From an optimization exercise on the open Yosys and OpenROAD flow, aimed at small area, a short achievable clock period and few clock cycles; shortcuts taken in it are not production practice.
Function was checked by simulation only, so behaviour that the tests miss may differ from the original.
Power and IR drop assume default switching activity.

== run 1 ==
==> flow/design.v <==
package cpu_pkg;
	typedef logic [8-1:0]             byte_t;
	typedef logic [$clog2(8)-1:0]    reg_addr_t;
	typedef logic [9-1:0]               pc_t;
	typedef logic [$clog2(256)-1:0]  mem_addr_t;
	typedef enum logic [3:0] {
		op_pass_imm,
		op_xori,
		op_addi,
		op_add,
		op_xor,
		op_and,
		op_or,
		op_sll,
		op_xorall,
		op_addr,
		op_bne,
		op_beq
	} alu_op_e;
	typedef enum logic [1:0] {
		st_idle,
		st_run,
		st_done
	} run_state_e;
endpackage
module parity_cpu_top (
	input  logic                   clk,
	input  logic                   arst_n,
	input  logic                   psel,
	input  logic                   penable,
	input  logic                   pwrite,
	input  logic [9-1:0] paddr,
	input  cpu_pkg::byte_t         pwdata,
	output cpu_pkg::byte_t         prdata,
	output logic                   pready,
	output logic                   pslverr
);
	localparam int NR = 17;
	localparam int NS = 15;
	function automatic logic [3:0] add15(input logic [3:0] a, input logic [3:0] k);
		logic [4:0] t;
		t = {1'b0, a} + {1'b0, k};
		if (t >= 5'd15) t = t - 5'd15;
		add15 = t[3:0];
	endfunction
	function automatic logic [4:0] sum15(input logic [7:0] x);
		sum15 = {1'b0, x[7:4]} + {1'b0, x[3:0]};
	endfunction
	function automatic logic at15(input logic [4:0] e, input logic [3:0] h);
		at15 = (e == {1'b0, h}) || (e == {1'b0, h} + 5'd15);
	endfunction
	function automatic logic [3:0] step15(input logic [3:0] a, input logic up);
		if (up) step15 = (a >= 4'd14) ? 4'd0 : a + 4'd1;
		else step15 = (a == 4'd0 || a == 4'd15) ? 4'd14 : a - 4'd1;
	endfunction
	function automatic logic [3:0] pos15(input logic [3:0] m, input logic [3:0] hh);
		logic [5:0] t;
		t = 6'd30 + {1'b0, m, 1'b0} - {1'b0, hh, 1'b0} - 6'd1;
		if (t >= 6'd30) t = t - 6'd30;
		if (t >= 6'd15) t = t - 6'd15;
		pos15 = t[3:0];
	endfunction
	function automatic logic [4:0] ridx(input logic [7:0] x);
		ridx = (x[7:4] == 4'hf) ? 5'd16 : {1'b0, x[3:0]};
	endfunction
	logic [NR-1:0][NS-1:0][7:0] ring;
	logic [NR-1:0][7:0] slot0_d;
	logic [3:0] h, h1, h3;
	logic [3:0] h_next;
	logic [7:0] pad_q, tap_q, seed_q, top_q;
	logic       busy;
	logic       done;
	logic [7:0] wa;       
	logic [3:0] pw;       
	logic       in_pad;   
	logic [7:0] s;        
	logic [7:0] wd_q;     
	logic [5:0] ri;       
	logic [3:0] pr;       
	logic [5:0] wi;       
	logic [3:0] qn;       
	logic [7:0] fifo [8];
	logic       ready_q;
	logic [7:0] prdata_q;
	logic       hw_v;
	logic [3:0] hw_f;     
	logic [4:0] hw_r;
	logic [7:0] hw_d;
	logic       complete;
	logic       is_status;
	logic       is_fixed;
	logic       start;
	logic       in0_at9;
	logic       wa_top;
	logic       run_pad;
	logic       run_msg;
	logic       run_wr;
	logic       run_top;
	logic       fill;
	logic [7:0] q_in;
	logic       wen;
	logic [4:0] wr_r;
	logic [7:0] wd;
	logic [7:0] s_new;
	logic       in_pad_new;
	logic [5:0] wi_new;
	logic [7:0] byte_new;
	logic       at1, at3;
	logic       pend;
	logic       ready_d;
	logic       rdy_now, rdy_rd, rdy_wr;
	logic [7:0] rd_ring;
	logic [7:0] rd_next;
	logic [7:0] rd_fixed;
	logic [7:0] rd_other;
	logic       rd_byp;
	assign h_next = (h >= 4'd15) ? 4'd0 : add15(h, 4'd8);
	always_ff @(posedge clk) begin
		h  <= h_next;
		h1 <= add15(h_next, 4'd8);
		h3 <= add15(h_next, 4'd9);
	end
	always_comb begin
		for (int r = 0; r < NR; r++) begin
			slot0_d[r] = (wen && wr_r == 5'(r)) ? wd : ring[r][1];
		end
	end
	always_ff @(posedge clk) begin
		for (int r = 0; r < NR; r++) begin
			ring[r][0] <= slot0_d[r];
			for (int p = 1; p < NS - 1; p++) ring[r][p] <= ring[r][p+1];
			ring[r][NS-1] <= ring[r][0];
		end
	end
	assign wa_top  = (wa == 8'hff);
	assign run_pad = busy && in_pad && ((pw == 4'd1) || wa_top);
	assign run_msg = busy && !in_pad && ((pw == 4'd1) || wa_top) && (qn != 4'd0);
	assign run_wr  = run_pad || run_msg;
	assign run_top = run_wr && wa_top;
	assign fill    = busy && (pr == 4'd9) && (ri != 6'(59)) && (qn != 4'd8 || run_msg);
	assign q_in    = ring[ri[3:0]][9];
	assign in0_at9 = (h == 4'd3);
	assign s_new      = run_wr ? {s[6:0], ^(s & tap_q)} : s;
	assign in_pad_new = in_pad && !(run_wr && wa == pad_q + 8'(64 - 1));
	assign wi_new     = run_msg ? wi + 6'd1 : wi;
	assign byte_new   = (fill && ri[2:0] == wi_new[2:0]) ? q_in : fifo[wi_new[2:0]];
	always_comb begin
		if (busy) begin
			wen  = run_wr && !wa_top;
			wr_r = ridx(wa);
			wd   = wd_q;
		end else begin
			wen  = hw_v;
			wr_r = hw_r;
			wd   = hw_d;
		end
	end
	assign complete  = psel && penable && ready_q;
	assign is_status = paddr[9-1];
	assign is_fixed  = !is_status && (((paddr[7:2] == 6'b001111) && (paddr[1:0] != 2'b00)) || (paddr[7:0] == 8'hff));
	assign start     = complete && pwrite && (paddr == 9'h100) && pwdata[0] && !busy;
	assign at1  = at15(sum15(paddr[7:0]), h1);
	assign at3  = at15(sum15(paddr[7:0]), h3);
	assign pend = busy && (paddr[7:6] != 2'b00) && !(paddr[7:0] == wa && run_wr && !wa_top);
	assign rdy_now = is_status || (is_fixed && (pwrite ? !busy : (!pend && hw_f == 4'd0)));
	assign rdy_rd  = !is_status && !is_fixed && !pwrite && !pend;
	assign rdy_wr  = !is_status && !is_fixed && pwrite && !busy;
	assign ready_d = rdy_now || (rdy_rd && at1) || (rdy_wr && at3);
	assign rd_byp  = wen && (wr_r == ridx(paddr[7:0]));
	assign rd_ring = (paddr[7:4] == 4'hf) ? ring[16][1] : ring[paddr[3:0]][1];
	always_comb begin
		if (paddr[7]) rd_fixed = top_q;
		else if (!paddr[1]) rd_fixed = pad_q;
		else if (!paddr[0]) rd_fixed = tap_q;
		else rd_fixed = seed_q;
		if (is_status) rd_other = {6'b0, done, busy};
		else if (is_fixed) rd_other = rd_fixed;
		else rd_other = wd;
		rd_next = (is_status || is_fixed || rd_byp) ? rd_other : rd_ring;
	end
	always_ff @(posedge clk or negedge arst_n) begin
		if (!arst_n) begin
			busy    <= 1'b0;
			done    <= 1'b0;
		end else begin
			if (start) begin
				busy <= 1'b1;
				done <= 1'b0;
			end else if (run_msg && wi == 6'(59 - 1)) begin
				busy <= 1'b0;
				done <= 1'b1;
			end
		end
	end
	always_ff @(posedge clk) begin
		ready_q  <= psel && ready_d;
		prdata_q <= rd_next;
		hw_v <= complete && pwrite && !is_status && !is_fixed;
		hw_r <= ridx(paddr[7:0]);
		hw_d <= pwdata;
		hw_f[0] <= complete && pwrite && !is_status && paddr[7:0] == 8'(61);
		hw_f[1] <= complete && pwrite && !is_status && paddr[7:0] == 8'(62);
		hw_f[2] <= complete && pwrite && !is_status && paddr[7:0] == 8'(63);
		hw_f[3] <= complete && pwrite && !is_status && paddr[7:0] == 8'hff;
		if (hw_f[0]) pad_q <= hw_d;
		if (hw_f[1]) tap_q <= hw_d;
		if (hw_f[2]) seed_q <= hw_d;
		if (run_top) top_q <= wd;
		else if (hw_f[3]) top_q <= hw_d;
		if (!busy) begin
			wa     <= 8'(64);
			pw     <= pos15(4'(64 % 15), h);
			in_pad <= 1'b1;
			s      <= seed_q;
			wd_q   <= seed_q ^ 8'h20;
			wi     <= '0;
			if (in0_at9) begin
				fifo[0] <= ring[0][9];
				ri <= 6'd1;
				pr <= pos15(4'd1, h);
				qn <= 4'd1;
			end else begin
				ri <= '0;
				pr <= pos15(4'd0, h);
				qn <= 4'd0;
			end
		end else begin
			if (run_wr) wa <= wa + 8'd1;
			pw     <= step15(pw, run_wr);
			in_pad <= in_pad_new;
			s      <= s_new;
			wd_q   <= (in_pad_new ? 8'h20 : byte_new) ^ s_new;
			wi     <= wi_new;
			if (fill) begin
				fifo[ri[2:0]] <= q_in;
				ri <= ri + 6'd1;
			end
			pr <= step15(pr, fill);
			qn <= qn + 4'(fill) - 4'(run_msg);
		end
	end
	assign prdata  = prdata_q;
	assign pready  = ready_q;
	assign pslverr = 1'b0;
endmodule
==> flow/config.mk <==
export PLATFORM = sky130hd
export DESIGN_NAME = parity_cpu_top
export DESIGN_NICKNAME = parity_cpu_top
export VERILOG_FILES = /design/flow/design.v
export SDC_FILE = /design/flow/constraint.sdc
export NUM_CORES = 4
export LEC_CHECK = 0
export CAP_MARGIN = 20
export CORE_MARGIN = 2
export CORE_UTILIZATION = 65
export CTS_BUF_LIST = sky130_fd_sc_hd__clkbuf_16
export CTS_CLUSTER_DIAMETER = 80
export CTS_CLUSTER_SIZE = 25
export SLEW_MARGIN = 20
==> flow/constraint.sdc <==
create_clock -name core_clock -period 10.0 [get_ports {clk}]
set_input_delay 2.0000 -clock core_clock [delete_from_list [all_inputs] [get_ports {clk}]]
set_output_delay 2.0000 -clock core_clock [all_outputs]
set_load 0.01 [all_outputs]
standard.sh (not shown) runs the stock make flow with config.mk's settings and CLKGATE_MAP_FILE= SYNTH_SCRIPT=/design/flow/synth_recipe.tcl, a recipe that flattens the netlist after the stock synthesis.
==> flow/flow/run.sh <==
#!/bin/bash
set -euo pipefail
bash standard.sh SETUP_SLACK_MARGIN=6.6 finish > standard.log 2>&1
Run 1 closes out successfully: all stages finished, all timing, DRC and antenna checks passed.
Testbench counts of run 1, summed over its fixed seeds: cycles 10,229.
[inputs] run 2 vs run 1
Settings: a change of CORE_UTILIZATION from 65 to 55.
==> flow/flow/run.sh <==
#!/bin/bash
set -euo pipefail
bash standard.sh SETUP_SLACK_MARGIN=6.9 finish > standard.log 2>&1
==> notes.md <==
- Of run 2 and run 1, the higher total area of multi-input combinational cells belongs to run 2.
- Run 2 vs. run 1: placer's final routability congestion estimate now smaller; fmax now smaller.
- Run 2 vs run 1, routed wire length went up by 1.1%.
- [compare] base=run 1 new=run 2: first-pass GRT wire length saw a decrease, total power saw little to no change, number of instances resized during post-cts repair saw an increase.
- Between run 1 and run 2, hold slack increased.
- Looking at post-route core utilization, run 2 sits below run 1.
- Against run 1, final area in run 2 rose slightly.
Here is what was changed in the inputs of run 3 compared with run 2.
Settings: swapping 25 for 30 in CTS_CLUSTER_SIZE; swapping 55 for 65 in CORE_UTILIZATION.
==> flow/flow/run.sh <==
#!/bin/bash
set -euo pipefail
bash standard.sh SETUP_SLACK_MARGIN=6.8 finish > standard.log 2>&1
Results
Worst setup slack: run 3 vs run 2 up 0.10 ns. Run 3 ends up with a overall routing resource usage that is 2.9 points higher than in run 2. Summary of run 3 over run 2: cell area saw a decrease; synthesized cell count comparable; total net switching power lost 0.000036 W. On proportion of layout cells with a drive suffix above 1: between run 2 and run 3, it ends up higher for run 2. Delta (run 3 minus run 2): area of the core went down about 16%, final-layout setup total negative slack roughly the same, combinational share of power saw little to no change, maximum operating frequency +about 3%. When run 3 is measured against run 2, its share of final layout cell area taken by clock buffers and inverters turns out 0.49 points lower.

========
Setup of v6:
// parity_cpu_top: RTL as listed in full above, without the edits since
==> flow/config.mk <==
export PLATFORM = sky130hd
export DESIGN_NAME = parity_cpu_top
export DESIGN_NICKNAME = parity_cpu_top
export VERILOG_FILES = /design/flow/design.v
export SDC_FILE = /design/flow/constraint.sdc
export NUM_CORES = 4
export LEC_CHECK = 0
export CAP_MARGIN = 20
export CORE_MARGIN = 2
export CORE_UTILIZATION = 65
export CTS_BUF_LIST = sky130_fd_sc_hd__clkbuf_16
export CTS_CLUSTER_DIAMETER = 80
export CTS_CLUSTER_SIZE = 25
export SLEW_MARGIN = 20
==> flow/constraint.sdc <==
create_clock -name core_clock -period 10.0 [get_ports {clk}]
set_input_delay 2.0000 -clock core_clock [delete_from_list [all_inputs] [get_ports {clk}]]
set_output_delay 2.0000 -clock core_clock [all_outputs]
set_load 0.01 [all_outputs]
==> flow/flow/run.sh <==
#!/bin/bash
set -euo pipefail
bash standard.sh SETUP_SLACK_MARGIN=6.8 finish > standard.log 2>&1
Testbench counts of v6, summed over its fixed seeds: cycles 10,229.
What v7 does differently from v6 at the input level:
==> flow/flow/run.sh <==
#!/bin/bash
set -euo pipefail
bash standard.sh SETUP_SLACK_MARGIN=6.7 finish > standard.log 2>&1
Findings:
v7 — antenna cell count 1 higher, v6 as reference
Summary of the comparison: total area of multi-input combinational cells is lower in v7, relative to v6.
v6 → v7: share of power burned in the clock network neither gained nor lost much, sequential share of layout area went up, maximum frequency saw little to no change, via count of the first global-routing pass now larger.
Across both runs, path length in cells of the critical path was higher for v7 than for v6.
Cmp v6 and v7 / worst slew margin relative to its limit / higher: v6
Comparing the two runs side by side, v7 comes out behind v6 on total length of routed wires.
Compared to v6, v7 has count of plain and timing-repair buffers 19 lower.
Density: v7 sparser than v6

[re-timing with driven ports]
In the flow no input, the clock included, has a driving cell. The finished layouts below were timed again as built, in two steps. Step 1 sets driving cells, clkbuf_16 on the clock port and buf_2 on the other inputs (assumed; they add their load-dependent delay and slew). Step 2, shift: input delay + t, output delay - t, t = (earliest + latest rising clock arrival at the registers) / 2. This alone moves slack from input paths to output paths. Three values: ideal, step 1, step 2; two values: the first two.
run	shift t [ns]	slack for setup (ns)	hold WS [ns]	latest minus earliest clock arrival (ns)
run 1	0.738	6.602 / 6.550 / 5.812	0.294 / 0.294 / 0.294	0.049 / 0.050
run 2	0.766	6.471 / 6.364 / 5.599	0.311 / 0.311 / 0.311	0.049 / 0.049
run 3	0.727	6.576 / 6.427 / 5.700	0.311 / 0.311 / 0.311	0.044 / 0.044
v6	0.740	6.606 / 6.540 / 5.800	0.290 / 0.290 / 0.290	0.060 / 0.060
v7	0.738	6.609 / 6.520 / 5.782	0.295 / 0.295 / 0.295	0.050 / 0.050
After both steps setup and hold are still met in every run listed. The setup slack of run 3, which loses most, moves by -0.149 ns with the drivers and by -0.876 ns with both steps.
